From an optimization exercise on the open Yosys and OpenROAD flow, aimed at small area, a short achievable clock period and few clock cycles per item; shortcuts taken in it are not production practice. No functional check of the RTL was part of this run.

==> flow/design.v <==
`default_nettype none
package edv_pkg;
   localparam int unsigned DataWidth = 32;
   localparam int unsigned QuoWidth  = DataWidth + 1;
   typedef struct packed {
      logic signed [DataWidth-1:0] dividend;
      logic signed [DataWidth-1:0] divisor;
   } req_type;
   typedef struct packed {
      logic signed [QuoWidth-1:0] quotient;
      logic                       divide_by_zero;
   } rsp_type;
endpackage
`default_nettype wire
`default_nettype none
module edv_add #(
   parameter int N = 31
) (
   input  wire logic [N-1:0] a,
   input  wire logic [N-1:0] b,
   input  wire logic         ci,
   output logic      [N-1:0] s,
   output logic              co
);
   localparam int L = $clog2(N + 1);
   logic [(L+1)*(N+1)-1:0] g;
   logic [(L+1)*(N+1)-1:0] p;
   assign g[0] = ci;
   assign p[0] = 1'b0;
   for (genvar m = 1; m <= N; m++) begin : g_in
      assign g[m] = a[m-1] & b[m-1];
      assign p[m] = a[m-1] ^ b[m-1];
   end
   for (genvar l = 0; l < L; l++) begin : g_lvl
      for (genvar m = 0; m <= N; m++) begin : g_pos
         if (((m >> l) & 1) == 1) begin : g_op
            localparam int J = ((m >> l) << l) - 1;
            assign g[(l+1)*(N+1)+m] = g[l*(N+1)+m] | (p[l*(N+1)+m] & g[l*(N+1)+J]);
            assign p[(l+1)*(N+1)+m] = p[l*(N+1)+m] & p[l*(N+1)+J];
         end else begin : g_cp
            assign g[(l+1)*(N+1)+m] = g[l*(N+1)+m];
            assign p[(l+1)*(N+1)+m] = p[l*(N+1)+m];
         end
      end
   end
   for (genvar m = 0; m < N; m++) begin : g_sum
      assign s[m] = p[m+1] ^ g[L*(N+1)+m];
   end
   assign co = g[L*(N+1)+N];
endmodule
`default_nettype wire
`default_nettype none
module edv_lzc (
   input  wire logic [31:0] x,
   output logic             v,
   output logic [4:0]       c
);
   logic [15:0] v0;  logic [15:0]   c0;
   logic [7:0]  v1;  logic [7:0][1:0] c1;
   logic [3:0]  v2;  logic [3:0][2:0] c2;
   logic [1:0]  v3;  logic [1:0][3:0] c3;
   for (genvar i = 0; i < 16; i++) begin : g_l0
      assign v0[i] = x[2*i+1] | x[2*i];
      assign c0[i] = !x[2*i+1];
   end
   for (genvar i = 0; i < 8; i++) begin : g_l1
      assign v1[i] = v0[2*i+1] | v0[2*i];
      assign c1[i] = v0[2*i+1] ? {1'b0, c0[2*i+1]} : {1'b1, c0[2*i]};
   end
   for (genvar i = 0; i < 4; i++) begin : g_l2
      assign v2[i] = v1[2*i+1] | v1[2*i];
      assign c2[i] = v1[2*i+1] ? {1'b0, c1[2*i+1]} : {1'b1, c1[2*i]};
   end
   for (genvar i = 0; i < 2; i++) begin : g_l3
      assign v3[i] = v2[2*i+1] | v2[2*i];
      assign c3[i] = v2[2*i+1] ? {1'b0, c2[2*i+1]} : {1'b1, c2[2*i]};
   end
   assign v = v3[1] | v3[0];
   assign c = v3[1] ? {1'b0, c3[1]} : {1'b1, c3[0]};
endmodule
`default_nettype wire
`default_nettype none
module euclidean_integer_divider_top #(
   parameter int KS = 3       
) (
   input  wire logic              clock,
   input  wire logic              reset,
   input  wire logic              req_valid,
   output logic                   req_ready,
   input  edv_pkg::req_type       req_data,
   output logic                   rsp_valid,
   input  wire logic              rsp_ready,
   output edv_pkg::rsp_type       rsp_data
);
   localparam int P  = KS - 1;       
   localparam int WN = 35 + P;       
   localparam int YN = WN + 1;       
   localparam int CW = 4;            
   logic [WN-1:0] ws_q, wc_q;    
   logic [32:0]   qp_q;          
   logic [32:0]   qn_q;          
   logic [31:0]   d_q;           
   logic          bneg_q;        
   logic          bz_q;          
   logic          dbz_q;
   logic          neg_q;         
   logic [CW-1:0] cnt_q;         
   logic          fst_q;         
   logic          act_q;         
   logic          p1_q, p2_q;    
   logic          vld_q;
   wire [31:0] a = req_data.dividend;
   wire [31:0] b = req_data.divisor;
   wire [30:0] bx = b[30:0] ^ {31{b[31]}};
   logic       unused_v;
   logic [4:0] z;
   edv_lzc u_lz (.x({bx, 1'b1}), .v(unused_v), .c(z));
   wire [31:0] bn = b << z;
   logic [CW-1:0] cyc;
   logic [1:0]    pad;
   always_comb begin
      cyc = '0;
      pad = '0;
      for (int i = 0; i < 32; i++) begin
         if (z == 5'(i)) begin
            cyc = CW'((i + 2 + KS - 1) / KS);
            pad = 2'(((i + 2 + KS - 1) / KS) * KS - (i + 2));
         end
      end
   end
   logic [WN-1:0] w0;
   always_comb begin
      w0 = '0;
      for (int e = 0; e <= P; e++) begin
         if (pad == 2'(e)) w0 = WN'($signed(a)) << (P - e);
      end
   end
   wire [YN-1:0] dx = {{(YN-34-P){d_q[31]}}, d_q, {(P+2){1'b0}}};
   logic [WN-1:0] ws_n, wc_n;
   logic [KS-1:0] dp, dn;
   always_comb begin
      logic [YN-1:0] ys, yc, op, sm, cy;
      logic [3:0]    est;
      logic          ge0, m1, qpos, qneg;
      ws_n = ws_q;
      wc_n = wc_q;
      for (int j = 0; j < KS; j++) begin
         ys   = {ws_n, 1'b0};
         yc   = {wc_n, 1'b0};
         est  = ys[YN-1:YN-4] + yc[YN-1:YN-4];
         ge0  = !est[3];
         m1   = (est == 4'b1111);
         qpos = d_q[31] ? (!ge0 && !m1) : ge0;
         qneg = d_q[31] ? ge0 : (!ge0 && !m1);
         op   = ({YN{qpos}} & ~dx) | ({YN{qneg}} & dx);
         sm   = ys ^ yc ^ op;
         cy   = (ys & yc) | (ys & op) | (yc & op);
         ws_n = sm[WN-1:0];
         wc_n = {cy[WN-2:0], qpos};
         dp[KS-1-j] = qpos;
         dn[KS-1-j] = qneg;
      end
   end
   logic [WN-2:0] unused_s;
   logic          wcarry;
   edv_add #(.N(WN-1)) u_sgn (.a(ws_q[WN-2:0]), .b(wc_q[WN-2:0]), .ci(1'b0), .s(unused_s), .co(wcarry));
   wire           wneg = ws_q[WN-1] ^ wc_q[WN-1] ^ wcarry;
   logic [32:0] qm1;
   logic        unused_c1;
   edv_add #(.N(33)) u_q (.a(qp_q), .b(~qn_q), .ci(1'b0), .s(qm1), .co(unused_c1));
   wire         t1 = neg_q & bneg_q;
   wire         t0 = !neg_q;
   logic [32:0] qf;
   logic        unused_c2;
   edv_add #(.N(33)) u_fix (.a(qp_q), .b({31'd0, t1, 1'b0}), .ci(t0), .s(qf), .co(unused_c2));
   wire step = act_q && (cnt_q != '0) && (!vld_q || rsp_ready);
   wire load = req_valid && (!act_q || p2_q);
   always_ff @(posedge clock) begin
      d_q    <= bn;
      bneg_q <= b[31];
      bz_q   <= (b == 32'd0);
   end
   always_ff @(posedge clock) begin
      if (load) begin
         ws_q  <= w0;
         wc_q  <= '0;
         qn_q  <= '0;
         cnt_q <= cyc;
         fst_q <= 1'b1;
      end else if (step) begin
         ws_q  <= ws_n;
         wc_q  <= wc_n;
         qn_q  <= {qn_q[32-KS:0], dn};
         cnt_q <= cnt_q - 1'b1;
         fst_q <= 1'b0;
      end
   end
   always_ff @(posedge clock) begin
      if (step) begin
         qp_q <= {qp_q[32-KS:0] & {(33-KS){!fst_q}}, dp};
      end else if (p1_q) begin
         qp_q  <= qm1;
         neg_q <= wneg;
      end else if (p2_q) begin
         qp_q  <= bz_q ? 33'd0 : qf;
         dbz_q <= bz_q;
      end
   end
   always_ff @(posedge clock) begin
      if (reset) begin
         act_q <= 1'b0;
         p1_q  <= 1'b0;
         p2_q  <= 1'b0;
         vld_q <= 1'b0;
      end else begin
         act_q <= load || (act_q && !p2_q);
         p1_q  <= step && (cnt_q == CW'(1));
         p2_q  <= p1_q;
         vld_q <= p2_q || (vld_q && !rsp_ready);
      end
   end
   assign req_ready = p1_q;
   assign rsp_valid = vld_q;
   assign rsp_data  = {qp_q, dbz_q};
endmodule
`default_nettype wire
==> flow/run.sh <==
#!/bin/bash
# synth_recipe.tcl (not shown) runs the flow's synth.tcl, then flattens the netlist and writes it again
# the make line also repeats each setting of config.mk as NAME=value (left out here)
make -C /OpenROAD-flow-scripts/flow DESIGN_CONFIG=/design/flow/config.mk WORK_HOME=/design/flow/orfs CLKGATE_MAP_FILE= SYNTH_SCRIPT=/design/flow/synth_recipe.tcl finish
==> flow/config.mk <==
export PLATFORM = sky130hd
export DESIGN_NAME = euclidean_integer_divider_top
export DESIGN_NICKNAME = euclidean_integer_divider_top
export VERILOG_FILES = /design/flow/design.v
export SDC_FILE = /design/flow/constraint.sdc
export NUM_CORES = 4
export LEC_CHECK = 0
export CAP_MARGIN = 20
export CORE_MARGIN = 2
export CORE_UTILIZATION = 40
export PLACE_DENSITY = 0.6
export SLEW_MARGIN = 20
==> flow/constraint.sdc <==
create_clock -name core_clock -period 5.0 [get_ports {clock}]
set_input_delay 1.0000 -clock core_clock [delete_from_list [all_inputs] [get_ports {clock}]]
set_output_delay 1.0000 -clock core_clock [all_outputs]
set_load 0.01 [all_outputs]
==> run notes <==
worst min-delay path, stage by stage (launching register included):
cell     delay [ns]
dfxtp_1        0.31
nand2_1        0.05
a21oi_1        0.05
worst paths after layout:
| path | slack (ns) | cells past startpoint | from | to |
|---|---|---|---|---|
| max | -2.04 | 35 | ws_q[34] | ws_q[32] |
| min | 0.46 | 2 | qn_q[30] | qn_q[30] |
| max reg2reg | -2.04 | 35 | ws_q[34] | ws_q[32] |
| min reg2reg | 0.46 | 2 | qn_q[30] | qn_q[30] |
per-layer routing:
| layer | vias up | global-route usage [%] |
|---|---|---|
| met5 | - | 0 |
| met4 | 0 | 8.55 |
| met2 | 492 | 40.6 |
| met1 | 6968 | 31.8 |
| met3 | 91 | 3.96 |
| li1 | 6835 | - |
layout make-up:
cell class,instances,share of cell area [%]
flip-flops and latches,184,22.4
multi-input cells,1382,55.3
inverters,204,3.88
well taps,525,3.31
diodes,1,0.0126
clock buffers,18,2.16
clock inverters,14,0.978
repair buffers,253,12.0
what timing repair did:
action | in CTS | in global routing
buffers inserted | 20 | 7
gates resized for setup | 27 | 112
pin swaps | 21 | 66
endpoints found under the setup margin | 74 | 74
cloned | 2 | 1
stage by stage:
| stage | setup TNS, ns | hold slack (ns) | instance area (um2) |
|---|---|---|---|
| 3_3_place_gp | -129.54 | 0.446 | 18400 |
| 4_1_cts | -126.91 | 0.461 | 19300 |
| 6_report | -131.86 | 0.457 | 19800 |
| 2_1_floorplan | -132.39 | 0.432 | 16200 |
| 3_5_place_dp | -152.63 | 0.451 | 18400 |
| 5_1_grt | -154.36 | 0.470 | 19800 |
cells by family after synthesis:
| logic type | synth area share [%] |
|---|---|
| AND/OR/NAND/NOR | 15.0 |
| AO/OA/AOI/OAI | 19.9 |
| buffers and inverters | 7.85 |
| adder cells (fa/ha/maj) | 20.3 |
| flip-flops | 28.0 |
| multiplexers | 5.22 |
| XOR/XNOR | 3.80 |
sequential cells by signal, indices dropped and copies added (netlist names):
name and count:
cnt_q 4, bneg_q 1, qp_q 33, ws_q 37
vld_q 1, bz_q 1, qn_q 33, p2_q 1
wc_q 36, fst_q 1, p1_q 1, d_q 32
act_q 1, neg_q 1, dbz_q 1
cell usage in the layout (no fill, tap or decap), types with 18 or more instances in the layout:
cell,Yosys,layout
nand2_1,246,233
inv_1,204,198
a21oi_1,191,150
nor2_1,158,133
buf_4,7,127
dfxtp_1,108,107
clkdlybuf4s50_1,0,103
o21ai_0,91,86
fa_1,109,83
ha_1,84,79
edfxtp_1,76,76
mux2i_1,57,54
a221oi_1,44,44
xnor2_1,46,40
o2bb2ai_1,31,30
a21oi_2,0,26
fa_2,0,26
nand3_1,26,25
nand2b_1,24,24
a21o_1,24,23
xor2_1,23,23
a22oi_1,23,22
mux2_2,23,22
clkbuf_16,0,18
==> run notes <==
initial antenna violation count=0; WP data required=5.22 ns; worst-margin pin slew=1.00 ns; CTS tree=built; DRC errors left=0; RSZ-0062 raised after global routing=true; total wire length=49,400 um; Metal-1 WL=21,500 um; Die X-Extent=203 um; min Tclk post-route=7.04 ns; Setup-failing EPs final=74; final worst path period share=141%; Layout Check Fails=setup timing; largest net degree at the start of global routing=75; delay-heaviest family, CP=adder cells; Placed Instances=2,519; slowest CP cell=fa_1; Placer Congestion=0.950; core box area=about 0.039 mm2; multi-input combinational cell area=0.0110 mm2; mean area per synthesized cell=8.51 um2; Final Net Count=2,303; mean routed wirelength per cell=19.1 um; dpl ws=-2.40 ns; GRT Util Overall=24.3%; top area cells in the synthesized netlist=edfxtp_1 14%, fa_1 14%, dfxtp_1 14%; fillers=about 3,700; Final Hold Fails=0; CP max stage delay=around 0.57 ns; routed via count=roughly 14,000; Num Clock Sinks=~180; row cnt=73; Top-Level Pins=104; max-slew violation count=0; first-pass GRT wire length=79,100 um; CTS max path bufs=2; Initial Utilization=40.3%; CTS H-tree lvls=4; post-layout util=50.2%; ys async rst share=0%; Routed met3 length=2740 um; outcome=finished with violations; Synth Flop Type=dfxtp_1; total die area=0.0414 mm2; CTS clk-pin slew, worst paths=about 0.070 ns; count leader, synth=nand2_1; Max-Cap Viols=0; final worst slack=-2.04 ns; Routed Antenna Nets=0; cts bufs inserted=17; Post-synth EDFFs=76; drt first-iter violations=1,083; Max-slew headroom=32.9%; register area share after synthesis=28.0%; Vert. Die Dim=203 um; Worst EP arrival=7.26 ns; skew final=0.00950 ns; layout cells sized above 1=between 10% and 20%; synth cell count leaders=246 x nand2_1, 204 x inv_1, 191 x a21oi_1, 158 x nor2_1, 109 x fa_1; post-synth top area share=14.4%; clock root buffer=clkbuf_16; synth unique cells=71; Non-Filler Instances=2,581; Crit Path Category=flip-flop to flip-flop; post-synth top area cell=edfxtp_1; area delta synth->final=24.7%; global route total overflow=0; Crit path top cell by count=xnor2_2; HP Class=flip-flop to flip-flop; I/O Buffers=103; CP startpoint kind=flip-flop; Max Clock Freq=approximately 140 MHz; sequential cell area=0.00445 mm2; met2 WL=23,700 um; syn_nets=2,129; Pre-Repair DR Iteration Count=7; number of buffers and inverters on the critical path=8; hpwl dp=approximately 36,000 um; vias in the first global route=14,300; Seq cells post-synth=184; Synth warnings=1; Cells after Synth=~1,900; synthesized area=about 0.016 mm2; Max Used Layer=met4; vias per cell=5.57; crit path capture type=flip-flop; Hold-fix buffers, CTS=0; critical path peak fanout=8; clk latency of the worst-skew pair=about 0.47 ns

-- separate check: timing with driven ports --
Ports are ideal in the flow. The routed layout listed here was re-timed in OpenROAD.
Step 1: set_driving_cell puts a clkbuf_16 on clock and a buf_2 on each other input, an assumption about the parent block.
Step 2, shift: input delay + t, output delay - t, t = (earliest + latest rising clock arrival at the registers) / 2. This alone moves slack from input paths to output paths.
Three values: ideal ports, drivers, drivers and shift; two values: the first two.
t, ns: 0.522
setup WS [ns]: -2.039 / -2.039 / -2.039
hold WS [ns]: 0.457 / 0.457 / 0.457
worst setup path after step 2: register to register
cell pins on the clock port's net: 1
For this run, drivers alone change the setup slack by 0.000 ns; drivers and shift together by 0.000 ns.
